This design comes from an exercise in tuning for small area and a short achievable clock period on the open sky130 flow, not from production work.

==> flow/design.v <==
package schp_pkg;
	localparam logic [1:0] MODE_READY = 2'd0;
	localparam logic [1:0] MODE_WAIT  = 2'd1;
	localparam logic [1:0] MODE_MOVE  = 2'd2;
	localparam logic [1:0] MODE_STOP  = 2'd3;
	localparam logic [2:0] OP_MOVE  = 3'd0;
	localparam logic [2:0] OP_STEP  = 3'd1;
	localparam logic [2:0] OP_RTC   = 3'd2;
	localparam logic [2:0] OP_STOP  = 3'd3;
	localparam logic [2:0] OP_START = 3'd4;
endpackage
module schp_add #(
	parameter int W = 8
) (
	input  logic [W-1:0] a,
	input  logic [W-1:0] b,
	input  logic         cin,
	output logic [W-1:0] s,
	output logic         cout
);
	localparam int N = W + 1;
	logic [N-1:0] g, p;
	always_comb begin
		g[0] = cin;
		p[0] = 1'b0;
		for (int i = 0; i < W; i++) begin
			g[i+1] = a[i] & b[i];
			p[i+1] = a[i] ^ b[i];
		end
		for (int l = 0; (1 << l) < N; l++) begin
			for (int i = 0; i < N; i++) begin
				if ((i >> l) & 1) begin
					g[i] = g[i] | (p[i] & g[((i >> l) << l) - 1]);
					p[i] = p[i] & p[((i >> l) << l) - 1];
				end
			end
		end
		for (int i = 0; i < W; i++)
			s[i] = a[i] ^ b[i] ^ g[i];
		cout = g[W];
	end
endmodule
module schp_cfg_regs (
	input  logic        clk,
	input  logic        arst_n,
	input  logic        wr_en,
	input  logic [1:0]  wr_index,
	input  logic [15:0] wr_data,
	output logic [15:0] pulse_ms,
	output logic [15:0] after_pulse_ms,
	output logic        motor_block
);
	always_ff @(posedge clk or negedge arst_n) begin
		if (!arst_n) begin
			pulse_ms       <= 16'd4000;
			after_pulse_ms <= 16'd0;
			motor_block    <= 1'b0;
		end else if (wr_en) begin
			case (wr_index)
				2'd0: pulse_ms       <= wr_data;
				2'd1: after_pulse_ms <= wr_data;
				2'd2: motor_block    <= wr_data[0];
				default: ;
			endcase
		end
	end
endmodule
module schp_move_plan (
	input  logic [3:0]  dial_hours,
	input  logic [5:0]  dial_minutes,
	input  logic [3:0]  target_hours,
	input  logic [5:0]  target_minutes,
	input  logic [15:0] pulse_ms,
	input  logic [15:0] after_pulse_ms,
	output logic [9:0]  fwd,
	output logic        at_target,
	output logic        wait_rtc
);
	localparam int          SW   = 29;
	localparam logic [28:0] Bias = 29'd268435456 - 29'd43200000;
	localparam logic [15:0] K0   = 16'd60000;
	logic [5:0]    tm, mp, d0, dp, fm;
	logic [1:0]    dc;
	logic          no_borrow, borrow, carry;
	logic [3:0]    hc, fh0, fh_m1, fh_p1, fh;
	logic [4:0]    hd;
	logic [7:0]    fh15;
	logic [16:0]   kx, ky;
	logic [17:0]   k1;
	logic [19:0]   k3;
	logic [SW-1:0] row [5];
	logic [SW-1:0] s1a, c1a, s1b, c1b, s2, c2, s3, c3;
	logic [SW-1:0] g, t;
	function automatic logic [SW-1:0] fa_s(input logic [SW-1:0] a, b, c);
		fa_s = a ^ b ^ c;
	endfunction
	function automatic logic [SW-1:0] fa_c(input logic [SW-1:0] a, b, c);
		fa_c = {((a & b) | (a & c) | (b & c)), 1'b0};
	endfunction
	assign tm = target_minutes;
	assign mp = 6'd60 - dial_minutes;
	schp_add #(.W(6)) u_m0 (.a(tm), .b(~dial_minutes), .cin(1'b1), .s(d0), .cout(no_borrow));
	always_comb begin
		dp     = tm + mp;
		borrow = !no_borrow;
		carry  = (tm[5:2] == 4'b1111) && (dial_minutes[5:2] == 4'b0000) &&
		         (dial_minutes[1:0] <= tm[1:0]);
		dc     = tm[1:0] - dial_minutes[1:0];
		fm     = borrow ? dp : carry ? {4'd0, dc} : d0;
	end
	always_comb begin
		hc    = (dial_hours == 4'd12) ? 4'd0 : dial_hours;
		hd    = {1'b0, target_hours} - {1'b0, hc};
		if (hd[4])
			fh0 = hd[3:0] + 4'd12;
		else if (hd >= 5'd12)
			fh0 = hd[3:0] - 4'd12;
		else
			fh0 = hd[3:0];
		fh_m1 = (fh0 == 4'd0) ? 4'd11 : fh0 - 4'd1;
		fh_p1 = (fh0 == 4'd11) ? 4'd0 : fh0 + 4'd1;
		fh    = borrow ? fh_m1 : carry ? fh_p1 : fh0;
	end
	always_comb begin
		fh15 = {fh, 4'd0} - {4'd0, fh};
		fwd  = {fh15 + {4'd0, fm[5:2]}, fm[1:0]};
	end
	assign at_target = (fh == 4'd0) && (fm == 6'd0);
	always_comb begin
		for (int i = 0; i < 16; i++) begin
			kx[i]   = pulse_ms[i] ^ after_pulse_ms[i] ^ K0[i];
			ky[i+1] = (pulse_ms[i] & after_pulse_ms[i]) | (pulse_ms[i] & K0[i]) |
			          (after_pulse_ms[i] & K0[i]);
		end
		kx[16] = 1'b0;
		ky[0]  = 1'b0;
	end
	schp_add #(.W(17)) u_k1 (.a(kx), .b(ky), .cin(1'b0), .s(k1[16:0]), .cout(k1[17]));
	schp_add #(.W(19)) u_k3 (.a({1'b0, k1}), .b({k1, 1'b0}), .cin(1'b0), .s(k3[18:0]), .cout(k3[19]));
	always_comb begin
		for (int i = 0; i < 5; i++) begin
			case (fwd[2*i +: 2])
				2'd0: row[i] = '0;
				2'd1: row[i] = SW'(k1) << (2*i);
				2'd2: row[i] = SW'(k1) << (2*i + 1);
				default: row[i] = SW'(k3) << (2*i);
			endcase
		end
		s1a = fa_s(row[0], row[1], row[2]);
		c1a = fa_c(row[0], row[1], row[2]);
		s1b = fa_s(row[3], row[4], Bias);
		c1b = fa_c(row[3], row[4], Bias);
		s2  = fa_s(s1a, c1a, s1b);
		c2  = fa_c(s1a, c1a, s1b);
		s3  = fa_s(s2, c2, c1b);
		c3  = fa_c(s2, c2, c1b);
		g[0] = 1'b0;
		t[0] = 1'b0;
		for (int i = 0; i < SW - 1; i++) begin
			g[i+1] = s3[i] & c3[i];
			t[i+1] = s3[i] | c3[i];
		end
		for (int l = 0; (1 << l) < SW; l++) begin
			for (int i = 0; i < SW; i++) begin
				if (((i >> l) & 1) && (((i >> l) << l) - 1 >= 0)) begin
					g[i] = g[i] | (t[i] & g[((i >> l) << l) - 1]);
					t[i] = t[i] & t[((i >> l) << l) - 1];
				end
			end
		end
		wait_rtc = s3[SW-1] ^ c3[SW-1] ^ g[SW-1];
	end
endmodule
module schp_core (
	input  logic        clk,
	input  logic        arst_n,
	input  logic        accept,
	input  logic [2:0]  op,
	input  logic [3:0]  target_hours,
	input  logic [5:0]  target_minutes,
	input  logic [4:0]  rtc_hours,
	input  logic [5:0]  rtc_minutes,
	input  logic [15:0] pulse_ms,
	input  logic [15:0] after_pulse_ms,
	input  logic        motor_block,
	output logic [25:0] res
);
	logic [1:0] mode_q, mode_d;
	logic [3:0] hours_q, hours_d;
	logic [5:0] minutes_q, minutes_d;
	logic       pol_q, pol_d;
	logic [9:0] rem_q, rem_d;
	logic       fire_q, fire_d;
	logic       done_q, done_d;
	logic [9:0] fwd;
	logic       at_target, wait_rtc;
	logic [4:0] rtc_h12;
	schp_move_plan u_plan (
		.dial_hours     (hours_q),
		.dial_minutes   (minutes_q),
		.target_hours   (target_hours),
		.target_minutes (target_minutes),
		.pulse_ms       (pulse_ms),
		.after_pulse_ms (after_pulse_ms),
		.fwd            (fwd),
		.at_target      (at_target),
		.wait_rtc       (wait_rtc)
	);
	always_comb begin
		if (rtc_hours == 5'd0)
			rtc_h12 = 5'd12;
		else if (rtc_hours > 5'd12)
			rtc_h12 = rtc_hours - 5'd12;
		else
			rtc_h12 = rtc_hours;
	end
	always_comb begin
		mode_d    = mode_q;
		hours_d   = hours_q;
		minutes_d = minutes_q;
		pol_d     = pol_q;
		rem_d     = rem_q;
		fire_d    = 1'b0;
		done_d    = 1'b0;
		case (op)
			schp_pkg::OP_MOVE: begin
				if (mode_q == schp_pkg::MODE_READY) begin
					rem_d = fwd;
					if (at_target)
						done_d = 1'b1;
					else if (wait_rtc)
						mode_d = schp_pkg::MODE_WAIT;
					else
						mode_d = schp_pkg::MODE_MOVE;
				end
			end
			schp_pkg::OP_STEP: begin
				if (mode_q == schp_pkg::MODE_MOVE) begin
					fire_d = !motor_block;
					pol_d  = pol_q ^ !motor_block;
					if (minutes_q == 6'd59) begin
						minutes_d = 6'd0;
						hours_d   = (hours_q >= 4'd12) ? 4'd1 : hours_q + 4'd1;
					end else begin
						minutes_d = minutes_q + 6'd1;
					end
					rem_d = rem_q - 10'd1;
					if (rem_q <= 10'd1) begin
						mode_d = schp_pkg::MODE_READY;
						done_d = 1'b1;
					end
				end
			end
			schp_pkg::OP_RTC: begin
				if (mode_q == schp_pkg::MODE_WAIT &&
				    rtc_h12 == {1'b0, hours_q} && rtc_minutes == minutes_q) begin
					mode_d = schp_pkg::MODE_READY;
					done_d = 1'b1;
				end
			end
			schp_pkg::OP_STOP: begin
				mode_d = schp_pkg::MODE_STOP;
			end
			schp_pkg::OP_START: begin
				if (mode_q == schp_pkg::MODE_STOP)
					mode_d = schp_pkg::MODE_READY;
			end
			default: ;
		endcase
	end
	always_ff @(posedge clk or negedge arst_n) begin
		if (!arst_n) begin
			mode_q    <= schp_pkg::MODE_READY;
			hours_q   <= 4'd12;
			minutes_q <= 6'd0;
			pol_q     <= 1'b0;
		end else if (accept) begin
			mode_q    <= mode_d;
			hours_q   <= hours_d;
			minutes_q <= minutes_d;
			pol_q     <= pol_d;
		end
	end
	always_ff @(posedge clk) begin
		if (accept)
			rem_q <= rem_d;
	end
	always_ff @(posedge clk) begin
		if (accept) begin
			fire_q <= fire_d;
			done_q <= done_d;
		end
	end
	assign res = {done_q, (mode_q == schp_pkg::MODE_MOVE) ? rem_q : 10'd0, pol_q, minutes_q, hours_q,
	              fire_q & pol_q, fire_q & !pol_q, mode_q};
endmodule
module slave_clock_hand_positioner (
	input  logic        clk,
	input  logic        arst_n,
	input  logic        s_axis_tvalid,
	output logic        s_axis_tready,
	input  logic [23:0] s_axis_tdata,
	input  logic [2:0]  s_axis_tuser,
	output logic        m_axis_tvalid,
	input  logic        m_axis_tready,
	output logic [31:0] m_axis_tdata,
	input  logic        cfg_valid,
	output logic        cfg_ready,
	input  logic [1:0]  cfg_index,
	input  logic [15:0] cfg_data
);
	logic [15:0] pulse_ms, after_pulse_ms;
	logic        motor_block;
	logic [25:0] res;
	logic        out_valid_q;
	logic        in_accept;
	assign cfg_ready = 1'b1;
	schp_cfg_regs u_cfg (
		.clk            (clk),
		.arst_n         (arst_n),
		.wr_en          (cfg_valid),
		.wr_index       (cfg_index),
		.wr_data        (cfg_data),
		.pulse_ms       (pulse_ms),
		.after_pulse_ms (after_pulse_ms),
		.motor_block    (motor_block)
	);
	assign s_axis_tready = !out_valid_q || m_axis_tready;
	assign in_accept     = s_axis_tvalid && s_axis_tready;
	schp_core u_core (
		.clk            (clk),
		.arst_n         (arst_n),
		.accept         (in_accept),
		.op             (s_axis_tuser),
		.target_hours   (s_axis_tdata[3:0]),
		.target_minutes (s_axis_tdata[9:4]),
		.rtc_hours      (s_axis_tdata[14:10]),
		.rtc_minutes    (s_axis_tdata[20:15]),
		.pulse_ms       (pulse_ms),
		.after_pulse_ms (after_pulse_ms),
		.motor_block    (motor_block),
		.res            (res)
	);
	always_ff @(posedge clk or negedge arst_n) begin
		if (!arst_n)
			out_valid_q <= 1'b0;
		else if (s_axis_tready)
			out_valid_q <= s_axis_tvalid;
	end
	assign m_axis_tvalid = out_valid_q;
	assign m_axis_tdata  = {6'd0, res};
endmodule
==> flow/config.mk <==
export PLATFORM = sky130hd
export DESIGN_NAME = slave_clock_hand_positioner
export DESIGN_NICKNAME = slave_clock_hand_positioner
export VERILOG_FILES = /design/flow/design.v
export SDC_FILE = /design/flow/constraint.sdc
export NUM_CORES = 4
export LEC_CHECK = 0
export CAP_MARGIN = 20
export CORE_MARGIN = 2
export CORE_UTILIZATION = 40
export SLEW_MARGIN = 20
==> flow/constraint.sdc <==
create_clock -name core_clock -period 18.0 [get_ports {clk}]
set_input_delay 3.6000 -clock core_clock [delete_from_list [all_inputs] [get_ports {clk}]]
set_output_delay 3.6000 -clock core_clock [all_outputs]
set_load 0.01 [all_outputs]
standard.sh (not shown) runs the stock make flow with config.mk's settings and CLKGATE_MAP_FILE= SYNTH_SCRIPT=/design/flow/synth_recipe.tcl, a recipe that flattens the netlist after the stock synthesis.
==> flow/flow/run.sh <==
#!/bin/bash
# Standard layout, with timing repair aiming for extra setup slack at the design's clock.
set -euo pipefail
export SETUP_SLACK_MARGIN=9.5
bash standard.sh > standard.log 2>&1
Edit:
--- a/flow/design.v
+++ b/flow/design.v
@@ -88,9 +88,9 @@
 	logic [16:0]   kx, ky;
 	logic [17:0]   k1;
 	logic [19:0]   k3;
 	logic [SW-1:0] row [5];
-	logic [SW-1:0] s1a, c1a, s1b, c1b, s2, c2, s3, c3;
+	logic [SW-1:0] s1, c1, s2, c2, s3, c3, s4, c4;
 	logic [SW-1:0] g, t;
 	function automatic logic [SW-1:0] fa_s(input logic [SW-1:0] a, b, c);
 		fa_s = a ^ b ^ c;
 	endfunction
@@ -145,21 +145,21 @@
 				2'd2: row[i] = SW'(k1) << (2*i + 1);
 				default: row[i] = SW'(k3) << (2*i);
 			endcase
 		end
-		s1a = fa_s(row[0], row[1], row[2]);
-		c1a = fa_c(row[0], row[1], row[2]);
-		s1b = fa_s(row[3], row[4], Bias);
-		c1b = fa_c(row[3], row[4], Bias);
-		s2  = fa_s(s1a, c1a, s1b);
-		c2  = fa_c(s1a, c1a, s1b);
-		s3  = fa_s(s2, c2, c1b);
-		c3  = fa_c(s2, c2, c1b);
+		s1 = fa_s(row[0], row[1], Bias);
+		c1 = fa_c(row[0], row[1], Bias);
+		s2 = fa_s(s1, c1, row[2]);
+		c2 = fa_c(s1, c1, row[2]);
+		s3 = fa_s(s2, c2, row[3]);
+		c3 = fa_c(s2, c2, row[3]);
+		s4 = fa_s(s3, c3, row[4]);
+		c4 = fa_c(s3, c3, row[4]);
 		g[0] = 1'b0;
 		t[0] = 1'b0;
 		for (int i = 0; i < SW - 1; i++) begin
-			g[i+1] = s3[i] & c3[i];
-			t[i+1] = s3[i] | c3[i];
+			g[i+1] = s4[i] & c4[i];
+			t[i+1] = s4[i] | c4[i];
 		end
 		for (int l = 0; (1 << l) < SW; l++) begin
 			for (int i = 0; i < SW; i++) begin
 				if (((i >> l) & 1) && (((i >> l) << l) - 1 >= 0)) begin
@@ -167,9 +167,9 @@
 					t[i] = t[i] & t[((i >> l) << l) - 1];
 				end
 			end
 		end
-		wait_rtc = s3[SW-1] ^ c3[SW-1] ^ g[SW-1];
+		wait_rtc = s4[SW-1] ^ c4[SW-1] ^ g[SW-1];
 	end
 endmodule
 module schp_core (
 	input  logic        clk,
The changed run finished clean.
Global-route usage drops by 2.9 points.
Sequential cell count is unchanged.
First-iteration DRC count went down by 12%.
Non-clock buffer count shrinks by 25.
Setup slack gets better by 0.39 ns.
Critical path depth came out lower by 3.
Final cell count went down by about 5%.
Hold slack is about the same.
Function was not checked in any run of this note: the RTL went through the layout flow alone.

[re-timing with driven ports]
The results above use ideal ports. As a check the final layouts listed here were re-extracted and re-timed, cells and wires unchanged.
Step 1 sets driving cells, clkbuf_16 on the clock port and buf_2 on the other inputs (assumed; they add their load-dependent delay and slew).
Step 2 times the ports against the registers' clock, not the clock port: input delays grow and output delays shrink by t, the midpoint of the rising clock arrivals with the driver on.
Slacks: ideal ports / drivers / drivers and shift; pairs: ideal ports / drivers.
| run | t, ns | slack for setup (ns) | worst register clock-pin slew, ns | worst data-port slew with drivers (ns) | cell pins on the clock port's net |
|---|---|---|---|---|---|
| the first run | 0.367 | 6.985 / 6.993 / 6.626 | 0.05 / 0.05 | 0.05 | 1 |
| the second run | 0.366 | 7.372 / 7.375 / 7.009 | 0.06 / 0.06 | 0.05 | 1 |
After both steps every run listed still meets setup and hold. For the second run, which loses most, drivers alone change the setup slack by +0.003 ns; drivers and shift together by -0.363 ns.
